Context: an optimization exercise on an open-source flow, tuned for small area. The choices shown serve that exercise and are no tape-out recipe.
In this exercise RTL edits were held to simulation tests only and were not proved equivalent to the original.
Power and IR drop assume default switching activity.

[constraint.sdc]
create_clock -name core_clock -period 6.0 [get_ports {clk}]
set_input_delay 1.2000 -clock core_clock [delete_from_list [all_inputs] [get_ports {clk}]]
set_output_delay 1.2000 -clock core_clock [all_outputs]
set_load 0.01 [all_outputs]
[run.sh]
#!/bin/bash
# synth_recipe.tcl (not shown) runs the flow's synth.tcl, then flattens the netlist and writes it again
# the make line also repeats each setting of config.mk as NAME=value (left out here)
make -C /OpenROAD-flow-scripts/flow DESIGN_CONFIG=/design/flow/config.mk WORK_HOME=/design/flow/orfs CLKGATE_MAP_FILE= SYNTH_SCRIPT=/design/flow/synth_recipe.tcl finish
[design.v]
package wb_regfile_pkg;
  localparam int REG_W      = 32;
  localparam int REG_ADDR_W = 5;
  localparam int REG_NUM    = 32;
  localparam logic [REG_W-1:0]      ZERO_WORD    = 32'h0000_0000;
  localparam logic [REG_ADDR_W-1:0] NOP_REG_ADDR = 5'b00000;
endpackage
module mem_wb
#(
  parameter int ADDR_W = wb_regfile_pkg::REG_ADDR_W,
  parameter int DATA_W = wb_regfile_pkg::REG_W
) (
  input  logic              clk,
  input  logic              rst,
  input  logic              stall_i,
  input  logic              flush_i,
  input  logic [ADDR_W-1:0] wd_i,
  input  logic              wreg_i,
  input  logic [DATA_W-1:0] wdata_i,
  output logic [ADDR_W-1:0] wd_o,
  output logic              wreg_o,
  output logic [DATA_W-1:0] wdata_o
);
  always_ff @(posedge clk) begin
    if (rst == 1'b1 || flush_i) begin
      wd_o    <= '0;
      wreg_o  <= 1'b0;
      wdata_o <= '0;
    end else if (!stall_i) begin
      wd_o    <= wd_i;
      wreg_o  <= wreg_i;
      wdata_o <= wdata_i;
    end
  end
endmodule
module wb_regfile
#(
  parameter int unsigned CLEAR_ON_RESET = 1,
  parameter int          CNT_W          = 16
) (
  input  logic                  clk,
  input  logic                  rst,
  input  logic                  stall_i,
  input  logic                  flush_i,
  input  logic [wb_regfile_pkg::REG_ADDR_W-1:0] wd_i,
  input  logic                  wreg_i,
  input  logic [wb_regfile_pkg::REG_W-1:0]      wdata_i,
  input  logic                  re1_i,
  input  logic [wb_regfile_pkg::REG_ADDR_W-1:0] raddr1_i,
  input  logic                  re2_i,
  input  logic [wb_regfile_pkg::REG_ADDR_W-1:0] raddr2_i,
  output logic [wb_regfile_pkg::REG_W-1:0]      rdata1_o,
  output logic [wb_regfile_pkg::REG_W-1:0]      rdata2_o,
  output logic [wb_regfile_pkg::REG_ADDR_W-1:0] wb_wd_o,
  output logic                  wb_wreg_o,
  output logic [wb_regfile_pkg::REG_W-1:0]      wb_wdata_o,
  output logic [CNT_W-1:0]      wb_cnt_o
);
  localparam logic [CNT_W-1:0] CNT_ONE = {{(CNT_W-1){1'b0}}, 1'b1};
  logic [wb_regfile_pkg::REG_W-1:0] regs [0:wb_regfile_pkg::REG_NUM-1];
  logic             commit;
  mem_wb #(.ADDR_W(wb_regfile_pkg::REG_ADDR_W), .DATA_W(wb_regfile_pkg::REG_W)) u_mem_wb (
    .clk     (clk),
    .rst     (rst),
    .stall_i (stall_i),
    .flush_i (flush_i),
    .wd_i    (wd_i),
    .wreg_i  (wreg_i),
    .wdata_i (wdata_i),
    .wd_o    (wb_wd_o),
    .wreg_o  (wb_wreg_o),
    .wdata_o (wb_wdata_o)
  );
  assign commit = (wb_wreg_o == 1'b1) && (wb_wd_o != wb_regfile_pkg::NOP_REG_ADDR);
  always_ff @(posedge clk) begin
    if (rst == 1'b1) begin
      wb_cnt_o <= '0;
      if (CLEAR_ON_RESET != 0) begin
        for (int i = 0; i < wb_regfile_pkg::REG_NUM; i++) begin
          regs[i] <= wb_regfile_pkg::ZERO_WORD;
        end
      end
    end else if (commit) begin
      regs[wb_wd_o] <= wb_wdata_o;
      wb_cnt_o      <= wb_cnt_o + CNT_ONE;
    end
  end
  function automatic logic [wb_regfile_pkg::REG_W-1:0] read_port(
    input logic                  re,
    input logic [wb_regfile_pkg::REG_ADDR_W-1:0] addr,
    input logic [wb_regfile_pkg::REG_W-1:0]      array_val
  );
    if (rst == 1'b1 || re != 1'b1 || addr == wb_regfile_pkg::NOP_REG_ADDR) begin
      read_port = wb_regfile_pkg::ZERO_WORD;
    end else if (wb_wreg_o == 1'b1 && wb_wd_o == addr) begin
      read_port = wb_wdata_o;
    end else begin
      read_port = array_val;
    end
  endfunction
  always_comb begin
    rdata1_o = read_port(re1_i, raddr1_i, regs[raddr1_i]);
    rdata2_o = read_port(re2_i, raddr2_i, regs[raddr2_i]);
  end
endmodule
[config.mk]
export PLATFORM = sky130hd
export DESIGN_NAME = wb_regfile
export DESIGN_NICKNAME = wb_regfile
export VERILOG_FILES = /design/flow/design.v
export SDC_FILE = /design/flow/constraint.sdc
export NUM_CORES = 4
export LEC_CHECK = 0
export CAP_MARGIN = 20
export CORE_MARGIN = 2
export CORE_UTILIZATION = 35
export PLACE_DENSITY = 0.55
export SETUP_SLACK_MARGIN = 0.3
export SLEW_MARGIN = 20
==> reports/metrics.cfg <==
[timing]
clock.fmax_mhz=176
slew-limit-headroom_pct=34.8
slew_violations=0
worst_pin_slew_ps=978
rsz0062_at_grt=no
hold_viol=0
period_share_pct=94.9
whs_ps=528
post-route-min-period_ps=5690
setup-violations-final=0
fin_worst_skew_ps=28.3

[logic_synthesis]
yosysTopAreaCell=edfxtp_1
yosysMostFrequentCell=edfxtp_1
synth_warnings=2
synthFlopType=edfxtp_1
synthCells=4046
synth_edf_count=1024
synthArstFlopShare_pct=0
synth_cell_types=59
synthTopCellsByArea=edfxtp_1, mux4_2, and2_1, mux2i_1, dfxtp_1
synth_area_um2=57500
synth_seq_area_share_pct=55.4
synth_area_per_cell_um2=14.2
synth-seq-cells=1078
synth_commonest_cells=edfxtp_1, and2_1, mux4_2
synth.top_cell.area_share_pct=53.5

[clock_network]
cts_buffers=117
clock_latency_ps=760
cts_tree=built
clk_transition_reported_paths_ps=60
cts_buffer_depth=3
h-tree-depth=3
clockRootBuffer=clkbuf_16
holdBufCountCts=0
cts_sinks=1078

[placed_design]
gp_congestion=0.878
hpwl_um=131000
placed_cells=6254
portBuffers=171

[global_routing]
grt_pass1_vias=38300
grt_use_met3_pct=6.37
overflow=0
track_usage_pct=25.4
met1_usage_pct=35.6
grt_max_degree=86
use_met2_pct=39.0
antenna_found_initial=16
grt.busiest_layer=met2
grt_first_pass_wirelength_um=301000

[drt]
finalWirelength_um=216000
ant_nets=0
drt_iter0_drc=5023
route.vias.total=38400
drt_first_pass_iters=6
viasPerCell=5.93
drc_errors=0
wl_per_cell_um=33.4

[die]
die_y_um=409
die_w_um=409
die_area_um2=167000
initial_core_util_pct=35.3
core_um2=163000
fp-row-count=148
ioPinCount=172

[hold_path]
hold_class=reg -> reg
holdPathStages=2

[finish]
drive_gt1_share_pct=22.3
fin_cells=6479
fillCellCount=15000
multi_input_area_um2=24000
nets=4253
seq_area_um2=31800
area_delta_synth_final_pct=15.9

[pwr]
power_density_nw_per_um2=270
total_power_mw=18.0
leakagePower_nw=23.8
ir_worst_vdd_uv=260

[worst_setup_path]
critPathMaxFanout=25
timing.critical_path.from=raddr1_i[2]
crit_family=buffers and inverters
r2r_end=regs[24][28]
crit_end=rdata1_o[14]
crit_path_top_delay_cell=a221oi_1
arrival_ps=4490
start_kind=primary input
end_kind=output port
required_ps=4800
r2r-start=u_mem_wb.wd_o[2]
rrSetupSlack_ps=1540
reg2regPathDepth=7
crit_chain=buf_4 -> buf_6 -> buf_4 -> mux4_2 -> mux2_2 -> a221oi_1 -> a2111oi_4 -> buf_4 -> clkdlybuf4s50_1
crit_type=in -> out
critPathBufInv=5
worst_path_largest_cell_delay_ps=540
cp.depth=9
path_common_cell=buf_4

[job]
maxCapViolations=0

[run_status]
status=complete, no violations

[where the power goes]
group | switching (mW) | internal (mW)
combinational | 1.20 | 0.787
clock | 3.16 | 4.22
sequential | 0.141 | 8.46
[through the flow]
step	utilization (%)	area (um2)	worst slack [ps]	TNS [ps]
after floorplan	-	57600	1930	0
after global placement	38.5	62700	-294	-294
final	40.9	66600	309	0
after detailed placement	38.5	62700	98.3	0
after global routing	40.8	66600	284	0
after CTS	40.8	66500	340	0
[layout by cell type (no fill, tap or decap), drive strengths merged, types with 54 or more instances in the layout]
cell	instances
o21ai	55
edfxtp	1024
clkbuf	154
buf	264
a221oi	101
mux4	392
a22oi	86
mux2i	249
clkdlybuf4s50	161
and2	994
nor2	126
a21oi	58
nand2	74
dfxtp	54
[cells by family after synthesis]
group,count (synthesis),synth area share (%)
simple gates,1328,13.7
flops,1078,55.4
mux,683,20.5
compound gates,506,6.56
buf+inv,428,3.50
xor+xnor,21,0.320
fa+ha+maj,1,0.0218
other cells,1,0.00653
[layer usage]
layer,part of all wire (%),up-vias
li1,-,15800
met1,41,20000
met2,45,2223
met3,11,369
met4,3.1,2
met5,0.0055,-
[what timing repair did]
action / 4_1_cts / 5_1_grt
pin swaps: 0 / 0
setup buffers: 0 / 0
resized for setup: 6 / 3
setup endpoints to repair: 5 / 3
[layout make-up]
type | count | area share, %
Clock inverter | 64 | 0.902
Clock buffer | 154 | 4.84
Inverter | 5 | 0.0282
Multi-Input combinational cell | 2571 | 36.1
Tap cell | 2175 | 4.09
Timing Repair Buffer | 425 | 6.20
Sequential cell | 1078 | 47.8
Antenna cell | 7 | 0.0263
[worst min path at each step]
stage,startpoint,endpoint,slack (ps)
2_1_floorplan,wb_cnt_o[9],wb_cnt_o[9],510
3_3_place_gp,wb_cnt_o[9],wb_cnt_o[9],490
3_5_place_dp,wb_cnt_o[13],wb_cnt_o[13],510
4_1_cts,wb_cnt_o[9],wb_cnt_o[9],530
5_1_grt,wb_cnt_o[9],wb_cnt_o[9],550
6_report,wb_cnt_o[9],wb_cnt_o[9],530
[state kept, by name, summed over array words and instances (netlist names)]
| name | count |
|---|---|
| u_mem_wb.wd_o | 5 |
| u_mem_wb.wdata_o | 32 |
| regs | 1024 |
| u_mem_wb.wreg_o | 1 |
| wb_cnt_o | 16 |
[worst register-to-register path, delay by kind of cell, from the launching register on]
kind            cells  cell delay [ps]
compound gates      1              220
buf+inv             2             1200
flops               1              610
simple gates        4             2020

==> what the ideal ports hide <==
How much do the figures lean on ideal ports? The routed layout below was timed once more, with nothing changed but the port constraints.
Step 1, drivers: a clkbuf_16 drives clk and a buf_2 each remaining input, both assumed.
Step 2, shift: input delay + t, output delay - t, t = (earliest + latest rising clock arrival at the registers) / 2. This alone moves slack from input paths to output paths.
Slacks: no drivers / after step 1 / after step 2; pairs: no drivers / after step 1.
shift t [ns]: 0.820
setup slack, ns: 0.309 / 0.257 / 0.257
slew at the worst register clock pin (ns): 0.07 / 0.07
worst data-port slew with drivers (ns): 0.16
After both steps this run still meets setup and hold. For this run, drivers alone change the setup slack by -0.052 ns; drivers and shift together by -0.052 ns.
